Source: an optimization exercise on an open RTL-to-GDS flow (aim: small area). Production flows keep margins and buffers that such runs may drop.
Function was checked by simulation only, so behaviour that the tests miss may differ from the original.
No driver is modelled on the clock port, so clock power and skew are understated where the tree is cut down; a real chip needs a root buffer or a tree.
No activity file was given, so power comes from the tool's default toggle rates.

==> inputs of 03-04 <==
## cpu_top
module cpu_top (
    input  logic               clk,
    input  logic               rst,
    input  logic [8-1:0] in_port,
    input  logic               prog_we,
    input  logic [8-1:0] prog_addr,
    input  logic [8-1:0] prog_data,
    output logic               hlt,
    output logic [8-1:0] out_port
);
==> module cpu_top, before the edit <==
module cpu_top (
    input  logic               clk,
    input  logic               rst,
    input  logic [8-1:0] in_port,
    input  logic               prog_we,
    input  logic [8-1:0] prog_addr,
    input  logic [8-1:0] prog_data,
    output logic               hlt,
    output logic [8-1:0] out_port
);
    logic [2:0]         ph;
    logic [8-1:0] pc;
    logic [8-1:0] ir;
    logic               v;
    logic               hpend;
    logic [2:0]         dc;
    logic [8-1:0] r [4];
    logic [3:0]         op;
    logic [8-1:0] a;
    logic [8-1:0] b;
    logic               run;
    logic               is_ld;
    logic               is_ldm;
    logic               hit;
    logic               ex;
    logic               fetch;
    logic               wr;
    logic [8-1:0] res;
    logic [8-1:0] rdata;
    logic               mwe;
    logic [8-1:0] maddr;
    logic [8-1:0] mdata;
    always_ff @(posedge clk) ph <= ph + 1'b1;
    assign op     = ir[7:4];
    assign a      = r[ir[3:2]];
    assign b      = r[ir[1:0]];
    assign run    = !rst && !hlt && !hpend;
    assign is_ld  = v && op == 4'hA;
    assign is_ldm = v && op == 4'hC;
    assign hit    = is_ld ? (b[2:0] == ph) : (pc[2:0] == ph);
    assign ex     = run && v && (hit || !(is_ld || is_ldm));
    assign fetch  = run && hit && !(is_ld || is_ldm) && (!v || ex);
    assign wr = ex && (op == 4'h1 || op == 4'h2 || op == 4'h3 || op == 4'h4 ||
                       op == 4'h5 || op == 4'h6 || op == 4'h7 || op == 4'h8 ||
                       op == 4'hA || op == 4'hC);
    always_comb begin
        case (op)
            4'h1: res = b;
            4'h2: res = a + b;
            4'h3: res = a - b;
            4'h4: res = a & b;
            4'h5:  res = a | b;
            4'h6: res = ~a;
            4'h7: res = a + 1'b1;
            4'h8:  res = in_port;
            default: res = rdata;
        endcase
    end
    always_ff @(posedge clk) begin
        if (wr) r[ir[3:2]] <= res;
    end
    always_ff @(posedge clk) begin
        if (fetch) ir <= rdata;
    end
    always_ff @(posedge clk) begin
        if (rst) begin
            pc       <= '0;
            v        <= 1'b0;
            hpend    <= 1'b0;
            hlt      <= 1'b0;
            dc       <= '0;
            out_port <= '0;
        end else begin
            if (fetch || (ex && is_ldm)) pc <= pc + 1'b1;
            if (fetch) v <= 1'b1;
            else if (ex) v <= 1'b0;
            if (ex && op == 4'hD) hpend <= 1'b1;
            if (ex && op == 4'h9) out_port <= a;
            if ((pc == '0 && !fetch) || (hpend && !hlt)) dc <= dc + 1'b1;
            if (hpend && dc == 3'd7) hlt <= 1'b1;
        end
    end
    assign mwe   = rst ? prog_we : (ex && op == 4'hB);
    assign maddr = rst ? prog_addr : b;
    assign mdata = rst ? prog_data : a;
    cpu_mem u_mem (
        .clk   (clk),
        .ph    (ph),
        .we    (mwe),
        .waddr (maddr),
        .wdata (mdata),
        .rring (is_ld ? b[7:3] : pc[7:3]),
        .rdata (rdata)
    );
endmodule
export LEC_CHECK = 0
export CAP_MARGIN = 20
export CORE_MARGIN = 2
export CORE_UTILIZATION = 80
export SLEW_MARGIN = 20
export SYNTH_HIERARCHICAL = 1
create_clock -name core_clock -period 6.0 [get_ports {clk}]
standard.sh (not shown) runs the stock make flow with config.mk's settings and CLKGATE_MAP_FILE= SYNTH_SCRIPT=/design/flow/synth_recipe.tcl, a recipe that flattens the netlist after the stock synthesis.
==> flow/flow/run.sh <==
#!/bin/bash
# Standard synthesis; then every combinational cell set to its smallest
# drive strength (placement repair upsizes what needs it); then the standard
# layout from floorplan on, with the clock tree built by flow/cts.tcl in
# place of TritonCTS and the smallest buffer on the ports. Each tool's output goes to its own log here.
set -euo pipefail
export CUSTOM_CTS_LEAF=28
export CUSTOM_CTS_UPPER=6
export CUSTOM_CTS_UPPER_CELL=sky130_fd_sc_hd__clkbuf_4
bash standard.sh synth > synth.log 2>&1
openroad -no_init -exit flow/downsize.tcl > downsize.log 2>&1
bash standard.sh PRE_CTS_TCL="$PWD/flow/cts.tcl" \
    BUFFER_PORTS_ARGS="-buffer_cell sky130_fd_sc_hd__buf_1" finish > layout.log 2>&1
==> flow/flow/cts.tcl <==
# Clock tree built here in place of TritonCTS (sourced as PRE_CTS_TCL, it
# replaces clock_tree_synthesis; ORFS's cts step then legalizes, repairs
# timing and writes the result as usual). The flip-flops are split by
# recursive bisection into compact groups of at most LEAF_FANOUT, each
# driven by one leaf buffer at its centre; the leaf buffers are grouped the
# same way under upper buffers until one root buffer is left, which alone
# loads the clock port.
set ::cts_leaf_fanout  [expr {[info exists ::env(CUSTOM_CTS_LEAF)] ? $::env(CUSTOM_CTS_LEAF) : 28}]
set ::cts_upper_fanout [expr {[info exists ::env(CUSTOM_CTS_UPPER)] ? $::env(CUSTOM_CTS_UPPER) : 6}]
set ::cts_leaf_cell    [expr {[info exists ::env(CUSTOM_CTS_LEAF_CELL)] ? $::env(CUSTOM_CTS_LEAF_CELL) : "sky130_fd_sc_hd__clkbuf_16"}]
set ::cts_upper_cell   [expr {[info exists ::env(CUSTOM_CTS_UPPER_CELL)] ? $::env(CUSTOM_CTS_UPPER_CELL) : "sky130_fd_sc_hd__clkbuf_16"}]
# Leaf groups are also split while their bounding box is wider than this (um)
set ::cts_leaf_span    [expr {[info exists ::env(CUSTOM_CTS_SPAN)] ? $::env(CUSTOM_CTS_SPAN) : 1e9}]

# items: list of {payload x y}; returns a list of groups (lists of items)
proc cts_split {items ngroups} {
    if {$ngroups <= 1 || [llength $items] <= 1} { return [list $items] }
    set xs [lmap i $items {lindex $i 1}]
    set ys [lmap i $items {lindex $i 2}]
    set dx [expr {[tcl::mathfunc::max {*}$xs] - [tcl::mathfunc::min {*}$xs]}]
    set dy [expr {[tcl::mathfunc::max {*}$ys] - [tcl::mathfunc::min {*}$ys]}]
    set idx [expr {$dx >= $dy ? 1 : 2}]
    set sorted [lsort -integer -index $idx $items]
    set g1 [expr {$ngroups / 2}]
    set n [llength $sorted]
    set n1 [expr {int(round(double($n) * $g1 / $ngroups))}]
    return [concat [cts_split [lrange $sorted 0 [expr {$n1 - 1}]] $g1] \
                   [cts_split [lrange $sorted $n1 end] [expr {$ngroups - $g1}]]]
}

proc cts_centre {group} {
    set sx 0; set sy 0
    foreach i $group { set sx [expr {$sx + [lindex $i 1]}]; set sy [expr {$sy + [lindex $i 2]}] }
    set n [llength $group]
    return [list [expr {int($sx / $n)}] [expr {int($sy / $n)}]]
}

# Halve a group until it has at most fanout items and spans at most span
proc cts_split_fit {items fanout span} {
    set xs [lmap i $items {lindex $i 1}]
    set ys [lmap i $items {lindex $i 2}]
    set dbu [[ord::get_db_block] getDbUnitsPerMicron]
    set hp [expr {double([tcl::mathfunc::max {*}$xs] - [tcl::mathfunc::min {*}$xs] +
                         [tcl::mathfunc::max {*}$ys] - [tcl::mathfunc::min {*}$ys]) / $dbu}]
    if {[llength $items] <= $fanout && $hp <= $span} { return [list $items] }
    set out {}
    set ng [expr {max(2, ([llength $items] + $fanout - 1) / $fanout)}]
    foreach g [cts_split $items $ng] { set out [concat $out [cts_split_fit $g $fanout $span]] }
    return $out
}

# Drive each group of iterms from a new buffer at its centre; returns the
# new buffers' input iterms as items.
proc cts_level {items fanout cell tag {span 1e9}} {
    set block [ord::get_db_block]
    set master [[ord::get_db] findMaster $cell]
    set ngroups [expr {([llength $items] + $fanout - 1) / $fanout}]
    set out {}
    set k 0
    set groups [expr {$span < 1e9 ? [cts_split_fit $items $fanout $span] : [cts_split $items $ngroups]}]
    foreach g $groups {
        lassign [cts_centre $g] cx cy
        set name "cts_${tag}_$k"
        set inst [odb::dbInst_create $block $master $name]
        set x [expr {$cx - [$master getWidth] / 2}]
        set y [expr {$cy - [$master getHeight] / 2}]
        $inst setLocation $x $y
        $inst setPlacementStatus PLACED
        set net [odb::dbNet_create $block "${name}_clk"]
        $net setSigType CLOCK
        [$inst findITerm X] connect $net
        foreach i $g {
            set it [lindex $i 0]
            $it disconnect
            $it connect $net
        }
        lappend out [list [$inst findITerm A] $cx $cy]
        incr k
    }
    return $out
}

rename clock_tree_synthesis cts_tritoncts_unused
proc clock_tree_synthesis {args} {
    set block [ord::get_db_block]
    set clk [$block findNet clk]
    set items {}
    foreach it [$clk getITerms] {
        set bb [[$it getInst] getBBox]
        lappend items [list $it [expr {([$bb xMin] + [$bb xMax]) / 2}] [expr {([$bb yMin] + [$bb yMax]) / 2}]]
    }
    puts "custom cts: [llength $items] sinks"
    set items [cts_level $items $::cts_leaf_fanout $::cts_leaf_cell leaf $::cts_leaf_span]
    puts "custom cts: [llength $items] leaf buffers"
    set lvl 0
    while {[llength $items] > 1} {
        set items [cts_level $items $::cts_upper_fanout $::cts_upper_cell "l$lvl"]
        incr lvl
    }
    set root [lindex [lindex $items 0] 0]
    $root disconnect
    $root connect $clk
    $clk setSigType CLOCK
    puts "custom cts: [llength [$clk getITerms]] cell pins on the clock port"
    set_propagated_clock [all_clocks]
}
Other scripts of this flow, unchanged in this note and not shown: flow/flow/downsize.tcl
==> 05-16: changes against 03-04 <==
--- a/flow/design.v
+++ b/flow/design.v
@@ -198,8 +198,16 @@
     logic [8-1:0] mdata;
     always_ff @(posedge clk) ph <= ph + 1'b1;
     assign op     = ir[7:4];
-    assign a      = r[ir[3:2]];
-    assign b      = r[ir[1:0]];
+    cpu_rfread u_rfread (
+        .r0 (r[0]),
+        .r1 (r[1]),
+        .r2 (r[2]),
+        .r3 (r[3]),
+        .ra (ir[3:2]),
+        .rb (ir[1:0]),
+        .a  (a),
+        .b  (b)
+    );
     assign run    = !rst && !hlt && !hpend;
     assign is_ld  = v && op == 4'hA;
     assign is_ldm = v && op == 4'hC;
@@ -209,19 +217,14 @@
     assign wr = ex && (op == 4'h1 || op == 4'h2 || op == 4'h3 || op == 4'h4 ||
                        op == 4'h5 || op == 4'h6 || op == 4'h7 || op == 4'h8 ||
                        op == 4'hA || op == 4'hC);
-    always_comb begin
-        case (op)
-            4'h1: res = b;
-            4'h2: res = a + b;
-            4'h3: res = a - b;
-            4'h4: res = a & b;
-            4'h5:  res = a | b;
-            4'h6: res = ~a;
-            4'h7: res = a + 1'b1;
-            4'h8:  res = in_port;
-            default: res = rdata;
-        endcase
-    end
+    cpu_alu u_alu (
+        .op      (op),
+        .a       (a),
+        .b       (b),
+        .in_port (in_port),
+        .rdata   (rdata),
+        .res     (res)
+    );
     always_ff @(posedge clk) begin
         if (wr) r[ir[3:2]] <= res;
     end
@@ -259,3 +262,63 @@
         .rdata (rdata)
     );
 endmodule
+module cpu_rfread (
+    input  logic [8-1:0] r0,
+    input  logic [8-1:0] r1,
+    input  logic [8-1:0] r2,
+    input  logic [8-1:0] r3,
+    input  logic [1:0]         ra,
+    input  logic [1:0]         rb,
+    output logic [8-1:0] a,
+    output logic [8-1:0] b
+);
+    always_comb begin
+        case (ra)
+            2'd0: a = r0;
+            2'd1: a = r1;
+            2'd2: a = r2;
+            default: a = r3;
+        endcase
+        case (rb)
+            2'd0: b = r0;
+            2'd1: b = r1;
+            2'd2: b = r2;
+            default: b = r3;
+        endcase
+    end
+endmodule
+module cpu_alu (
+    input  logic [3:0]         op,
+    input  logic [8-1:0] a,
+    input  logic [8-1:0] b,
+    input  logic [8-1:0] in_port,
+    input  logic [8-1:0] rdata,
+    output logic [8-1:0] res
+);
+    logic               sub;
+    logic               inc;
+    logic [8-1:0] bx;
+    logic [8:0]   c;
+    logic [8-1:0] sum;
+    assign sub = op == 4'h3;
+    assign inc = op == 4'h7;
+    assign bx  = inc ? '0 : (sub ? ~b : b);
+    assign c[0] = sub || inc;
+    for (genvar i = 0; i < 8; i++) begin : g_add
+        assign sum[i]   = a[i] ^ bx[i] ^ c[i];
+        assign c[i + 1] = (a[i] & bx[i]) | (c[i] & (a[i] ^ bx[i]));
+    end
+    always_comb begin
+        case (op)
+            4'h1: res = b;
+            4'h2: res = sum;
+            4'h3: res = sum;
+            4'h4: res = a & b;
+            4'h5:  res = a | b;
+            4'h6: res = ~a;
+            4'h7: res = sum;
+            4'h8:  res = in_port;
+            default: res = rdata;
+        endcase
+    end
+endmodule
--- a/flow/flow/run.sh
+++ b/flow/flow/run.sh
@@ -4,7 +4,7 @@
 # layout from floorplan on, with the clock tree built by flow/cts.tcl in
 # place of TritonCTS and the smallest buffer on the ports. Each tool's output goes to its own log here.
 set -euo pipefail
-export CUSTOM_CTS_LEAF=28
+export CUSTOM_CTS_LEAF=30
 export CUSTOM_CTS_UPPER=6
 export CUSTOM_CTS_UPPER_CELL=sky130_fd_sc_hd__clkbuf_4
 bash standard.sh synth > synth.log 2>&1
==> comparison <==
Against 05-16, the critical path depth of 03-04 is higher by 2.
Against 03-04, the worst hold slack of 05-16 is lower by 0.011 ns.
In sequential power, 05-16 and 03-04 hardly differ.
Against 05-16, the die area of 03-04 is larger by 0.36%.
Clock power: 03-04 is larger than 05-16 (about 4%).
==> figures <==
quantity                                                            03-04                    05-16
Worst reg-to-reg setup slack                                      0.29 ns                  0.62 ns
Placed insts                                                        6,445                    6,387
Multi-input combinational area share                                0.287                    0.286
Multi-input gate count                                              3,137                    3,080
Run status                                        complete, no violations  complete, no violations
Average wire per standard cell                                    31.8 um                  31.5 um
Proportion of power drawn by combinational gates                    0.210                    0.216
Switching power summed over all nets                              9460 uW                  9450 uW
Placer congestion estimate                                           1.02                    0.987
Number of DRC markers in iteration 0                                9,555                    9,876
Initial antenna violation count                                         9                       14
In every run of this note, the design's own scripts or RTL, not TritonCTS, make the clock network.

[separate check: timing with driven ports]
Ports are ideal in the flow. The routed layouts listed here were re-timed in OpenROAD.
Step 1: set_driving_cell puts a clkbuf_16 on clk and a buf_2 on each other input, an assumption about the parent block.
Step 2 also shifts input and output timing later by t, the mid clock arrival at the registers, as if the neighbouring blocks saw the same clock.
Slacks: ideal ports / drivers / drivers and shift; pairs: ideal ports / drivers.
| run | shift t [ns] | slack for setup (ns) | clock arrival spread, ns | worst data-port slew with drivers (ns) |
|---|---|---|---|---|
| 03-04 | 1.201 | 0.293 / 0.293 / 0.293 | 0.162 / 0.162 | 0.04 |
| 05-16 | 1.181 | 0.616 / 0.616 / 0.616 | 0.099 / 0.099 | 0.06 |
After both steps every run listed still meets setup and hold.
